From an optimization exercise on the open Yosys and OpenROAD flow, aimed at small area, a short achievable clock period and few clock cycles per item; shortcuts taken in it are not production practice.
The RTL was checked by simulation tests, not by an equivalence proof against the original design.
Power figures rest on the tool's default switching activity, not on a simulated workload.

cedar:
## hall_sensor_sector_decoder_top
module hall_sensor_sector_decoder_top (
	input  logic               clk,
	input  logic               arst_n,
	input  logic               samples_valid,
	output logic               samples_ready,
	input  logic               samples_hall_a,
	input  logic               samples_hall_b,
	input  logic               samples_hall_c,
	input  logic [31:0]        samples_now_us,
	output logic               results_valid,
	input  logic               results_ready,
	output logic signed [3:0]  results_sector,
	output logic signed [31:0] results_electric_rotations,
	output logic signed [9:0]  results_angle_count,
	output logic signed [31:0] results_mech_turns,
	output logic               results_direction,
	output logic [31:0]        results_period_us,
	output logic [31:0]        results_edge_time_us,
	output logic               results_sequence_valid,
	input  logic               cfg_valid,
	output logic               cfg_ready,
	input  logic               cfg_sel,
	input  logic [31:0]        cfg_data
);
Size in the first run: about 2300 cells after synthesis, roughly 17000 um^2 of cells after synthesis.
Settings: LEC_CHECK=0, CAP_MARGIN=20, CORE_MARGIN=2, CORE_UTILIZATION=40, PLACE_DENSITY=0.6, SETUP_SLACK_MARGIN=2.0, SLEW_MARGIN=20; clock period 6.0 ns.
standard.sh (not shown) runs the stock make flow with config.mk's settings and CLKGATE_MAP_FILE= SYNTH_SCRIPT=/design/flow/synth_recipe.tcl, a recipe that flattens the netlist after the stock synthesis.
==> flow/flow/run.sh <==
#!/bin/bash
# Layout flow: the standard synthesis, then its combinational logic remapped by ABC
# for delay (registers, their names and cell types untouched), then the standard
# layout from that netlist. Each tool's output goes to a log file here.
set -euo pipefail
R=orfs/results/${FLOW_PLATFORM}/hall_sensor_sector_decoder_top/base
YOSYS=${FLOW_HOME}/../tools/install/yosys/bin/yosys
LIB=${FLOW_HOME}/platforms/sky130hd/lib/sky130_fd_sc_hd__tt_025C_1v80.lib

bash standard.sh synth > synth.log 2>&1
cp $R/1_2_yosys.v standard_1_2_yosys.v

sed -e "s#@LIB@#$LIB#g" -e "s#@IN@#standard_1_2_yosys.v#g" -e "s#@OUT@#remapped.v#g" \
	-e "s#@SCRIPT@#$PWD/flow/delay.abc#g" -e "s#@TOP@#${FLOW_TOP}#g" flow/remap.ys > remap_run.ys
$YOSYS -l remap.log -q remap_run.ys > /dev/null 2>&1

cp remapped.v $R/1_2_yosys.v
rm -f $R/1_synth.odb $R/1_synth.sdc
bash standard.sh > layout.log 2>&1
Other scripts of this flow, unchanged in this note and not shown: flow/flow/delay.abc, flow/flow/remap.ys
cedar ended with every stage complete and zero timing, DRC or antenna violations.
Testbench counts of cedar, summed over its fixed seeds: cycles 17,205, items 16,000.
Inputs modified between cedar and garnet:
Settings: a change of SETUP_SLACK_MARGIN from 2.0 to 2.5.
### Flow results
- Relative to cedar, the fmax of garnet is higher by 0.036 GHz.
- The met1 track demand over resource of garnet and that of cedar are within noise of each other.
- When garnet is measured against cedar, its number of non-clock buffers in the layout turns out 57 higher.

---

Setup of before:
Starting RTL as in the previous note.
// hall_sensor_sector_decoder_top
module hall_sensor_sector_decoder_top (
	input  logic               clk,
	input  logic               arst_n,
	input  logic               samples_valid,
	output logic               samples_ready,
	input  logic               samples_hall_a,
	input  logic               samples_hall_b,
	input  logic               samples_hall_c,
	input  logic [31:0]        samples_now_us,
	output logic               results_valid,
	input  logic               results_ready,
	output logic signed [3:0]  results_sector,
	output logic signed [31:0] results_electric_rotations,
	output logic signed [9:0]  results_angle_count,
	output logic signed [31:0] results_mech_turns,
	output logic               results_direction,
	output logic [31:0]        results_period_us,
	output logic [31:0]        results_edge_time_us,
	output logic               results_sequence_valid,
	input  logic               cfg_valid,
	output logic               cfg_ready,
	input  logic               cfg_sel,
	input  logic [31:0]        cfg_data
);
clock: 6.0 ns
lec_check: 0
cap_margin: 20
core_margin: 2
core_utilization: 40
place_density: 0.6
setup_slack_margin: 2.5
slew_margin: 20
==> flow/flow/delay.abc <==
strash
dch
map -D 1500
strash
dch
map -D 1500
topo
buffer -c
upsize -c
dnsize -c
==> flow/flow/remap.ys <==
# Re-map the standard synthesis's combinational cells with a delay-driven ABC script.
# Flip-flops and tie cells stay the instances the standard synthesis made.
read_liberty -ignore_miss_func @LIB@
read_verilog @IN@
hierarchy -top @TOP@
blackbox sky130_fd_sc_hd__*df* sky130_fd_sc_hd__*dl* sky130_fd_sc_hd__conb*
flatten
opt_clean -purge
abc -script @SCRIPT@ -D 1500 -liberty @LIB@ -dont_use sky130_fd_sc_hd__probe_p_8 -dont_use sky130_fd_sc_hd__probec_p_8 -dont_use sky130_fd_sc_hd__lpflow_bleeder_1 -dont_use sky130_fd_sc_hd__lpflow_clkbufkapwr_1 -dont_use sky130_fd_sc_hd__lpflow_clkbufkapwr_16 -dont_use sky130_fd_sc_hd__lpflow_clkbufkapwr_2 -dont_use sky130_fd_sc_hd__lpflow_clkbufkapwr_4 -dont_use sky130_fd_sc_hd__lpflow_clkbufkapwr_8 -dont_use sky130_fd_sc_hd__lpflow_clkinvkapwr_1 -dont_use sky130_fd_sc_hd__lpflow_clkinvkapwr_16 -dont_use sky130_fd_sc_hd__lpflow_clkinvkapwr_2 -dont_use sky130_fd_sc_hd__lpflow_clkinvkapwr_4 -dont_use sky130_fd_sc_hd__lpflow_clkinvkapwr_8 -dont_use sky130_fd_sc_hd__lpflow_decapkapwr_12 -dont_use sky130_fd_sc_hd__lpflow_decapkapwr_3 -dont_use sky130_fd_sc_hd__lpflow_decapkapwr_4 -dont_use sky130_fd_sc_hd__lpflow_decapkapwr_6 -dont_use sky130_fd_sc_hd__lpflow_decapkapwr_8 -dont_use sky130_fd_sc_hd__lpflow_inputiso0n_1 -dont_use sky130_fd_sc_hd__lpflow_inputiso0p_1 -dont_use sky130_fd_sc_hd__lpflow_inputiso1n_1 -dont_use sky130_fd_sc_hd__lpflow_inputiso1p_1 -dont_use sky130_fd_sc_hd__lpflow_inputisolatch_1 -dont_use sky130_fd_sc_hd__lpflow_isobufsrc_1 -dont_use sky130_fd_sc_hd__lpflow_isobufsrc_16 -dont_use sky130_fd_sc_hd__lpflow_isobufsrc_2 -dont_use sky130_fd_sc_hd__lpflow_isobufsrc_4 -dont_use sky130_fd_sc_hd__lpflow_isobufsrc_8 -dont_use sky130_fd_sc_hd__lpflow_isobufsrckapwr_16 -dont_use sky130_fd_sc_hd__lpflow_lsbuf_lh_hl_isowell_tap_1 -dont_use sky130_fd_sc_hd__lpflow_lsbuf_lh_hl_isowell_tap_2 -dont_use sky130_fd_sc_hd__lpflow_lsbuf_lh_hl_isowell_tap_4 -dont_use sky130_fd_sc_hd__lpflow_lsbuf_lh_isowell_4 -dont_use sky130_fd_sc_hd__lpflow_lsbuf_lh_isowell_tap_1 -dont_use sky130_fd_sc_hd__lpflow_lsbuf_lh_isowell_tap_2 -dont_use sky130_fd_sc_hd__lpflow_lsbuf_lh_isowell_tap_4 
opt_clean -purge
hilomap -singleton -hicell sky130_fd_sc_hd__conb_1 HI -locell sky130_fd_sc_hd__conb_1 LO
splitnets
opt_clean -purge
insbuf -buf sky130_fd_sc_hd__buf_4 A X
check
tee -o remap_stat.txt stat -liberty @LIB@
write_verilog -noattr -nohex -nodec @OUT@
Scripts as last shown in full above: flow/flow/run.sh
Testbench counts of before, summed over its fixed seeds: cycles 17,205, items 16,000.
Inputs modified between before and after:
-- flow/config.mk --
<<< before, line 9
export CORE_MARGIN = 2
export CORE_UTILIZATION = 40
export PLACE_DENSITY = 0.6
export SETUP_SLACK_MARGIN = 2.5
export SLEW_MARGIN = 20
>>> after, line 9
export CORE_MARGIN = 2
export CORE_UTILIZATION = 55
export PLACE_DENSITY = 0.75
export SETUP_SLACK_MARGIN = 3.0
export SLEW_MARGIN = 20
[summary]
- Global-route track usage on met2 in after is 11 points higher than in before
- Looking at worst path required time across after and before, the one that comes out higher is after.
- after vs before, worst-case vdd ir drop went up by 18%.
- Comparing after and before, sequential power share is lower on after.
- Looking only at worst reg2reg path depth, and setting everything else aside, the higher value of after and before goes to before.
- Overall die area | after below before
- Between after and before, it is after whose final cell count is lower, by 73.
- Met1 demand-to-capacity share in global routing (higher): after
- Diff before -> after: aggregate routed wire length moved down, number of clock buffers in the layout decreased by about 27% relative to the old numbers, ratio of cells with drive above 1 in the final layout moved up.

---

## amber
hall_sensor_sector_decoder_top again, from the RTL that the note above started with.
// hall_sensor_sector_decoder_top
module hall_sensor_sector_decoder_top (
	input  logic               clk,
	input  logic               arst_n,
	input  logic               samples_valid,
	output logic               samples_ready,
	input  logic               samples_hall_a,
	input  logic               samples_hall_b,
	input  logic               samples_hall_c,
	input  logic [31:0]        samples_now_us,
	output logic               results_valid,
	input  logic               results_ready,
	output logic signed [3:0]  results_sector,
	output logic signed [31:0] results_electric_rotations,
	output logic signed [9:0]  results_angle_count,
	output logic signed [31:0] results_mech_turns,
	output logic               results_direction,
	output logic [31:0]        results_period_us,
	output logic [31:0]        results_edge_time_us,
	output logic               results_sequence_valid,
	input  logic               cfg_valid,
	output logic               cfg_ready,
	input  logic               cfg_sel,
	input  logic [31:0]        cfg_data
);
==> flow/config.mk <==
export PLATFORM = sky130hd
export DESIGN_NAME = hall_sensor_sector_decoder_top
export DESIGN_NICKNAME = hall_sensor_sector_decoder_top
export VERILOG_FILES = /design/flow/design.v
export SDC_FILE = /design/flow/constraint.sdc
export NUM_CORES = 4
export LEC_CHECK = 0
export CAP_MARGIN = 20
export CORE_MARGIN = 2
export CORE_UTILIZATION = 55
export PLACE_DENSITY = 0.75
export SETUP_SLACK_MARGIN = 2.5
export SLEW_MARGIN = 20
==> flow/constraint.sdc <==
create_clock -name core_clock -period 6.0 [get_ports {clk}]
set_input_delay 1.2000 -clock core_clock [delete_from_list [all_inputs] [get_ports {clk}]]
set_output_delay 1.2000 -clock core_clock [all_outputs]
set_load 0.01 [all_outputs]
Scripts as last shown in full above: flow/flow/run.sh, flow/flow/delay.abc, flow/flow/remap.ys
Testbench counts of amber, summed over its fixed seeds: cycles 17,205, items 16,000.
Changes in zinc relative to amber:
Settings: swapping 0.75 for 0.85 in PLACE_DENSITY; swapping 55 for 65 in CORE_UTILIZATION.
==> run notes <==
amber -> zinc: highest clock rate increased by a few percent
zinc finished end to end and its layout was clean on timing, DRC and antenna.
Against amber, zinc reports a wire length of the first global-routing pass that is higher.
Between zinc and amber, it is zinc whose clock skew is lower, by 0.0069 ns.
Of amber and zinc, the run reporting the lower share of the clock period used by the worst path after layout was zinc.
In the flow results for amber and zinc, the via count is larger on zinc.
Going from amber to zinc, global-route usage grows by 7.1 points.
The met2 usage in global routing of zinc exceeds that of amber by 12 points.

## port drivers added, routing unchanged
Ports are ideal in the flow. The routed layouts listed here were re-timed in OpenROAD.
Step 1 sets driving cells, clkbuf_16 on the clock port and buf_2 on the other inputs (assumed; they add their load-dependent delay and slew).
Step 2 times the ports against the registers' clock, not the clock port: input delays grow and output delays shrink by t, the midpoint of the rising clock arrivals with the driver on.
Slacks: ideal ports / drivers / drivers and shift; pairs: ideal ports / drivers.
| run | t (ns) | slack for setup (ns) | hold slack, ns | latest minus earliest clock arrival (ns) | pins driven straight from the clock port |
|---|---|---|---|---|---|
| cedar | 0.635 | 2.053 / 2.053 / 1.608 | 0.446 / 0.446 / 0.446 | 0.031 / 0.031 | 1 |
| garnet | 0.637 | 2.550 / 2.530 / 2.021 | 0.449 / 0.449 / 0.449 | 0.032 / 0.033 | 1 |
| before | 0.620 | 2.435 / 2.401 / 2.097 | 0.449 / 0.449 / 0.449 | 0.019 / 0.018 | 1 |
| after | 0.595 | 2.946 / 2.911 / 2.518 | 0.454 / 0.454 / 0.454 | 0.024 / 0.023 | 1 |
| amber | 0.595 | 2.442 / 2.411 / 1.964 | 0.453 / 0.453 / 0.453 | 0.025 / 0.025 | 1 |
| zinc | 0.595 | 2.526 / 2.530 / 1.948 | 0.455 / 0.455 / 0.455 | 0.017 / 0.017 | 1 |
After both steps setup and hold are still met in every run listed. For zinc, which loses most, drivers alone change the setup slack by +0.004 ns; drivers and shift together by -0.578 ns.
